This design comes from an exercise in tuning for small area, a short achievable clock period and few clock cycles on the open sky130 flow, not from production work. RTL that was checked went through simulation tests only; none was proved equivalent to the original. No functional check of the RTL was part of run 2.

==> flow/design.v, too long to show whole: its modules and the start of the top module <==
// module mat_vec_sequencer: 1215 lines
module mat_vec_sequencer #(
    parameter int FRAC_BITS = 16,
    parameter int DIM_W     = 8
) (
    input  logic             clk,
    input  logic             reset,
    input  logic             start,
    input  logic [DIM_W-1:0] m_dim,
    input  logic [DIM_W-1:0] n_dim,
    input  logic             transpose,
    output logic             mat_read,
    output logic [DIM_W-1:0] mat_m_addr,
    output logic [DIM_W-1:0] mat_n_addr,
    output logic             mat_tr,
    input  logic [31:0]      mat_data,
    output logic [DIM_W-1:0] vec_addr,
    input  logic [31:0]      vec_data,
    output logic             y_valid,
    input  logic             y_ready,
    output logic [DIM_W-1:0] y_addr,
    output logic [31:0]      y_data,
    output logic             busy,
    output logic             done
);
  // ...
==> flow/flow/run.sh <==
#!/bin/bash
# The standard layout (standard.sh) with these changes:
# - Yosys's generic abc pass before full-adder extraction is skipped (-noabc), so extract_fa
#   sees the adder trees as written and does not put inverters between full adders;
# - port buffers are buf_2 rather than the delay buffer buffer_ports picks by itself;
# - clock tree: larger sink clusters and no dummy loads.
# Registers are untouched by all of them.
bash standard.sh SYNTH_ARGS=-noabc SETUP_SLACK_MARGIN=${MARGIN:-8.5} \
  "BUFFER_PORTS_ARGS=-buffer_cell sky130_fd_sc_hd__buf_2" \
  "CTS_ARGS=-sink_clustering_enable -repair_clock_nets -dont_use_dummy_load -sink_clustering_size 27 -sink_clustering_max_diameter 135" \
  finish > standard.log 2>&1
==> flow/standard.sh <==
#!/bin/bash
# synth_recipe.tcl (not shown) runs the flow's synth.tcl, then flattens the netlist and writes it again
# the make line also repeats each setting of config.mk as NAME=value (left out here)
make -C /OpenROAD-flow-scripts/flow DESIGN_CONFIG=/design/flow/config.mk WORK_HOME=/design/flow/orfs CLKGATE_MAP_FILE= SYNTH_SCRIPT=/design/flow/synth_recipe.tcl "${@:-finish}"
==> flow/config.mk <==
export PLATFORM = sky130hd
export DESIGN_NAME = mat_vec_sequencer
export DESIGN_NICKNAME = mat_vec_sequencer
export VERILOG_FILES = /design/flow/design.v
export SDC_FILE = /design/flow/constraint.sdc
export NUM_CORES = 4
export LEC_CHECK = 0
export ABC_AREA = 1
export CAP_MARGIN = 20
export CORE_MARGIN = 2
export CORE_UTILIZATION = 40
export SLEW_MARGIN = 20
export TNS_END_PERCENT = 5
==> flow/constraint.sdc <==
create_clock -name core_clock -period 12.0 [get_ports {clk}]
set_input_delay 2.4000 -clock core_clock [delete_from_list [all_inputs] [get_ports {clk}]]
set_output_delay 2.4000 -clock core_clock [all_outputs]
set_load 0.01 [all_outputs]
==> run summary, run 1 <==
Yosys top cell by area fa_1; Final Max Slew Viols 0; Hold Path Sink fB$_DFF_P_; Worst Hold Launch fA$_DFF_P_; R2R cell count 8; # IOs roughly 150; fin cells 3814; Num CTS Buffers 15; CTS tree yes; Final period util 0.300; Final clock-cell share 0.0123; initial antenna violation count 1; area of placed instances slightly below 0.03 mm²; Required @ worst endpoint approximately 9.6 ns; RD Place Congestion 0.913; DRC viols 0; dpl ws 7.98 ns; Slew Limit Headroom 0.444; Post-CTS Setup Inserts 10; flop2flop setup slack 8.42 ns; Buf+Inv Stages, Crit Path 1; post-layout util 0.437; Clock Buffer Count 15; M1 WL between 30000 and 40000 µm; mux cell area share after synthesis 0; XOR/XNOR share of the synthesized area 0.170; outcome timing/DRC/antenna clean; worst min path class reg2reg; core area 0.0699 mm²; Stages on worst setup path 1; Worst EP arrival 1.20 ns; FP Rows 97; register area share after synthesis 0.232; synth top area cells fa_1, dfxtp_1, xor2_1; most common cell after layout, fill and taps aside xor2_1
Testbench counts, summed over its fixed seeds: cycles 39,365.
==> run 2: changes to the inputs <==
--- a/flow/design.v
+++ b/flow/design.v
@@ -97,17 +97,17 @@
         if (go)        ya <= '0;
         else if (xfer) ya <= ya + 1'b1;
     end
     logic [31:0] an_r, acc;
     logic [15:0] bon, btn, bn;
     logic [32:0] vb;
     assign vb = {vec_data, 1'b0};
     logic [107:0] hb;
-    logic [15:0] lb;
+    logic [7:0] lb;
     logic        ck;
     logic [32:0] aen;
     assign aen = {an_r[31], an_r};
     logic [32:0] pp0;
     logic [32:0] pp1;
     logic [32:0] pp2;
     logic [32:0] pp3;
     logic [32:0] pp4;
@@ -879,19 +879,19 @@
     wire bs739 = bc720 ^ bc722 ^ bc724;
     wire bc740 = (bc720 & bc722) | (bc720 & bc724) | (bc722 & bc724);
     wire bs741 = bs733 ^ bs735 ^ bs737;
     wire bc742 = (bs733 & bs735) | (bs733 & bs737) | (bs735 & bs737);
     wire bs743 = bc726 ^ bc728 ^ bs739;
     wire bc744 = (bc726 & bc728) | (bc726 & bs739) | (bc728 & bs739);
     wire bs745 = bs741 ^ bc730 ^ bs743;
     wire bc746 = (bs741 & bc730) | (bs741 & bs743) | (bc730 & bs743);
-    logic [8:0] lsum;
-    assign lsum = {1'b0, {bs21, bs15, bs9, bs5, bc2, pp1[0], pp0[1], pp0[0]}} + {1'b0, {bs23, bs17, bs11, bs7, bs3, bs1, 1'b0, bn[0]}};
-    wire ck_n = lsum[8];
+    logic [12:0] lsum;
+    assign lsum = {1'b0, {bc50, bs47, bs37, bc24, bs21, bs15, bs9, bs5, bc2, pp1[0], pp0[1], pp0[0]}} + {1'b0, {bs59, bs49, bs39, bs31, bs23, bs17, bs11, bs7, bs3, bs1, 1'b0, bn[0]}};
+    wire ck_n = lsum[12];
     logic [107:0] hb_n;
     assign hb_n[0] = bs123;
     assign hb_n[1] = bs125;
     assign hb_n[2] = bc110;
     assign hb_n[3] = bc112;
     assign hb_n[4] = bc126;
     assign hb_n[5] = bs139;
     assign hb_n[6] = bc140;
@@ -991,38 +991,30 @@
     assign hb_n[100] = bs715;
     assign hb_n[101] = bc704;
     assign hb_n[102] = bc702;
     assign hb_n[103] = bs717;
     assign hb_n[104] = bc718;
     assign hb_n[105] = bs731;
     assign hb_n[106] = bc732;
     assign hb_n[107] = bs745;
-    logic [15:0] lb_n;
-    assign lb_n[0] = bc24;
-    assign lb_n[1] = bs31;
-    assign lb_n[2] = bs37;
-    assign lb_n[3] = bs39;
-    assign lb_n[4] = bs47;
-    assign lb_n[5] = bs49;
-    assign lb_n[6] = bc50;
-    assign lb_n[7] = bs59;
-    assign lb_n[8] = bc60;
-    assign lb_n[9] = bs71;
-    assign lb_n[10] = bs81;
-    assign lb_n[11] = bs83;
-    assign lb_n[12] = bc84;
-    assign lb_n[13] = bs97;
-    assign lb_n[14] = bc98;
-    assign lb_n[15] = bs111;
+    logic [7:0] lb_n;
+    assign lb_n[0] = bc60;
+    assign lb_n[1] = bs71;
+    assign lb_n[2] = bs81;
+    assign lb_n[3] = bs83;
+    assign lb_n[4] = bc84;
+    assign lb_n[5] = bs97;
+    assign lb_n[6] = bc98;
+    assign lb_n[7] = bs111;
     logic [31:0] acc_in;
     assign acc_in = fB ? 32'd0 : acc;
-    logic [9:0] csum;
-    assign csum = {1'b0, {lb[14], lb[12], lb[10], lb[8], lb[6], lb[4], lb[2], lb[0]}, 1'b1} + {1'b0, {lb[15], lb[13], lb[11], lb[9], lb[7], lb[5], lb[3], lb[1]}, ck};
-    wire c16 = csum[9];
+    logic [5:0] csum;
+    assign csum = {1'b0, {lb[6], lb[4], lb[2], lb[0]}, 1'b1} + {1'b0, {lb[7], lb[5], lb[3], lb[1]}, ck};
+    wire c16 = csum[5];
     wire ms747 = hb[0] ^ hb[1] ^ hb[2];
     wire mc748 = (hb[0] & hb[1]) | (hb[0] & hb[2]) | (hb[1] & hb[2]);
     wire ms749 = hb[3] ^ acc_in[0] ^ ms747;
     wire mc750 = (hb[3] & acc_in[0]) | (hb[3] & ms747) | (acc_in[0] & ms747);
     wire ms751 = hb[4] ^ hb[5] ^ acc_in[1];
     wire mc752 = (hb[4] & hb[5]) | (hb[4] & acc_in[1]) | (hb[5] & acc_in[1]);
     wire ms753 = mc748 ^ ms751;
     wire mc754 = mc748 & ms751;
==> flow/flow/run.sh (replaced) <==
#!/bin/bash
# The standard layout (standard.sh) with these changes:
# - Yosys's generic abc pass before full-adder extraction is skipped (-noabc), so extract_fa
#   sees the adder trees as written and does not put inverters between full adders;
# - port buffers are buf_2 rather than the delay buffer buffer_ports picks by itself;
# - clock tree: larger sink clusters and no dummy loads.
# Registers are untouched by all of them.
bash standard.sh SYNTH_ARGS=-noabc SETUP_SLACK_MARGIN=${MARGIN:-8.8} \
  "BUFFER_PORTS_ARGS=-buffer_cell sky130_fd_sc_hd__buf_2" \
  "CTS_ARGS=-sink_clustering_enable -repair_clock_nets -dont_use_dummy_load -sink_clustering_size 24 -sink_clustering_max_diameter 120" \
  finish > standard.log 2>&1
--- a/flow/config.mk
+++ b/flow/config.mk
@@ -5,9 +5,9 @@
 export SDC_FILE = /design/flow/constraint.sdc
 export NUM_CORES = 4
 export LEC_CHECK = 0
 export ABC_AREA = 1
 export CAP_MARGIN = 20
 export CORE_MARGIN = 2
 export CORE_UTILIZATION = 40
 export SLEW_MARGIN = 20
-export TNS_END_PERCENT = 5
+export TNS_END_PERCENT = 0
==> run summary, run 2 <==
Most flops, register hb; area of the multi-input gates 0.0199 mm²; commonest non-fill, non-tap cells in the layout xor2_1, o22ai_1, fa_1, nand2_1, inv_1; Area Growth Syn to Fin 8.06%; largest net degree at the start of global routing 35; Iteration-0 DRC Markers 2760; post-layout util 0.435 (-0.00107); routed wire length 91900 µm; Post-synth ARST share 0.0313; CP Max Fanout 4; RD Place Congestion 0.915 (+0.23%); count leader, synth xor2_1; # port buffers ~150; CP Launch Type flip-flop; Synth Flop Type dfxtp_1; DRC viols 0 (unchanged); largest registers hb x108, acc x32, an_r x32; # clock sinks 288; mux cell area share after synthesis 0 (unchanged); antenna cells 0; Met3 Wirelength 11700 µm; crit-path cells buf_2; worst min path class reg2reg; synth top area cells fa_1, dfxtp_1, xor2_1; FP Rows 97 (unchanged); Post-Synth Simple-Gate Area 0.0752; Buf+Inv Stages, Crit Path 1 (unchanged); Cell Area, Synth 0.0281 mm²; first-pass GRT wire length 138000 µm; post-synthesis compound-gate area fraction 0.126; register area share after synthesis 0.227 (-0.00478); layout cells sized above 1 0.113; vias 22000; CTS Hold Buffers Added 0; YS warnings 1; max FFs per register 108; Nets roughly 3500; Yosys top cell by area fa_1; Post-Synth Adder-Cell Area 0.331; Hold Vio Cnt, Final 0; slowest stage delay, CP 0.49 ns; Max Freq 0.276 GHz; storage element area 0.00647 mm²; min Tclk post-route between 3 and 4 ns; fin area 0.0304 mm²; most common cell after layout, fill and taps aside xor2_1; Slew @ Worst Pin just under 0.9 ns; all-layer global routing usage 0.246; Clock Latency Late Sink 0.55 ns; outcome timing/DRC/antenna clean; Highest Signal Layer met5; initial cell density of the core 0.403; Cell variety after synth 48; Die X around 270 µm; M1 WL 37600 µm (+1.8%); Pre-Repair DR Iteration Count 7; EDFF count, synth 57; area of placed instances 0.0295 mm² (about the same); Final period util 0.302 (+0.00232); hpwl dp ~60000 µm; RSZ-0062 raised after global routing yes; Reg clk slew, reported paths 0.10 ns; Post-Synthesis Cells 2909; Setup crit end kind primary output; Max Cap Viol 0; Final TNS setup 0 ns; Final Max Slew Viols 0 (unchanged); die area 0.0724 mm²; Worst EP arrival 1.23 ns (+0.03 ns); top cells by count, synth xor2_1, o22ai_1, fa_1; CP Class reg2out; clk buf depth 3; clock root cell clkbuf_16; vias per cell about 5.7; dpl ws 7.97 ns (-0.00805 ns); # IOs 154 (unchanged); core area 0.0698 mm² (-0.17%); syn_area_per_cell 9.67 µm²; main combinational cell family by area after synthesis adder cells; post-route worst setup slack about 8.4 ns; Setup Skew about 0.043 ns; H-tree Lvls 1; ANT nets after route 0; remaining global-route overflow 0; die height around 270 µm; Fillers 6682; Slew Limit Headroom 0.414 (-0.0295); initial antenna violation count 2 (+1); final setup vio count 0; Required @ worst endpoint 9.60 ns (about the same); CTS tree yes; net count after synthesis between 3000 and 4000; WL/cell 24.0 µm; XOR/XNOR share of the synthesized area 0.170 (+0.000360); vias in the first global route 22300; CP max stage cell edfxtp_1; share of the synthesized area in the top cell type 0.287; metal2 WL 38800 µm; #FFs+latches synth between 200 and 300; Num CTS Buffers 16 (+1); crit-path leading delay family flip-flops
-- run 2: changes by cell type after synthesis, moves of 7 or more --
cell,change
nand2_1,+31
nand3_1,+11
dfxtp_1,-8
inv_1,+8
xor2_1,-8
o21ai_1,-7
xnor2_1,+7
-- run 2: stage by stage --
stage | hold WS [ns] | instances
final | 0.334 | 3836
after global routing | 0.343 | 3836
after CTS | 0.335 | 3829
after detailed placement | 0.312 | 3809
after global placement | 0.311 | 3809
after floorplan | 0.310 | 2909
-- run 2: per-layer routing --
layer | GRT usage | up-vias
met2 | 0.363 | 1477
met4 | 0.0914 | 4
met3 | 0.0759 | 332
met5 | 0 | -
li1 | - | 9604
met1 | 0.339 | 10600
-- run 2: what timing repair did --
| item | in CTS | in global routing |
|---|---|---|
| setup buffers | 4 | 5 |
| cloned | 0 | 2 |
| pin swaps | 0 | 1 |
| gates resized for setup | 21 | 80 |
| setup endpoints to repair | 222 | 228 |
-- run 2: final cells by class --
type,instances,area share
Timing Repair Buffer,226,0.0513
Sequential cell,288,0.213
Inverter,238,0.0295
Clock buffer,16,0.0132
Multi-Input combinational cell,2128,0.654
Tap cell,940,0.0387
-- run 2: final timing paths --
| check | startpoint | endpoint | slack, ns | cells after the start |
|---|---|---|---|---|
| worst max-delay path | r[3]$_DFFE_PP_ | mat_m_addr[3] | 8.37 | 1 |
| worst min-delay path | eA$_DFF_P_ | eB$_DFF_P_ | 0.33 | 0 |
| worst max register to register | an_r[31]$_DFF_P_ | hb[81]$_DFF_P_ | 8.43 | 8 |
| worst min register to register | eA$_DFF_P_ | eB$_DFF_P_ | 0.33 | 0 |
| max in group asynchronous | reset | rd_q$_DFFE_PP0P_ | 9.93 | 2 |
| min in group asynchronous | reset | busy_q$_DFFE_PP0P_ | 1.79 | 2 |
-- run 2: kinds of logic (layout without fill, tap and decap cells) --
group / Yosys count / count (layout)
AO/OA/AOI/OAI: 584 / 584
XOR/XNOR: 546 / 546
adder cells (fa/ha/maj): 503 / 503
AND/OR/NAND/NOR: 495 / 495
buffers and inverters: 493 / 480
flip-flops: 288 / 288

[port drivers added, routing unchanged]
How much do the figures lean on ideal ports? The routed layouts below were timed once more, with nothing changed but the port constraints. Step 1 sets driving cells, clkbuf_16 on the clock port and buf_2 on the other inputs (assumed; they add their load-dependent delay and slew). Step 2, shift: input delay + t, output delay - t, t = (earliest + latest rising clock arrival at the registers) / 2. This alone moves slack from input paths to output paths. Slacks: no drivers / after step 1 / after step 2; pairs: no drivers / after step 1.
run | t, ns | slack for setup (ns) | worst setup path after step 2 | latest minus earliest clock arrival (ns)
run 1 | 0.590 | 8.402 / 8.340 / 7.975 | input to register | 0.056 / 0.055
run 2 | 0.595 | 8.374 / 8.305 / 7.983 | input to register | 0.048 / 0.048
After both steps every run listed still meets setup and hold. For run 1, which loses most, drivers alone change the setup slack by -0.062 ns; drivers and shift together by -0.427 ns.
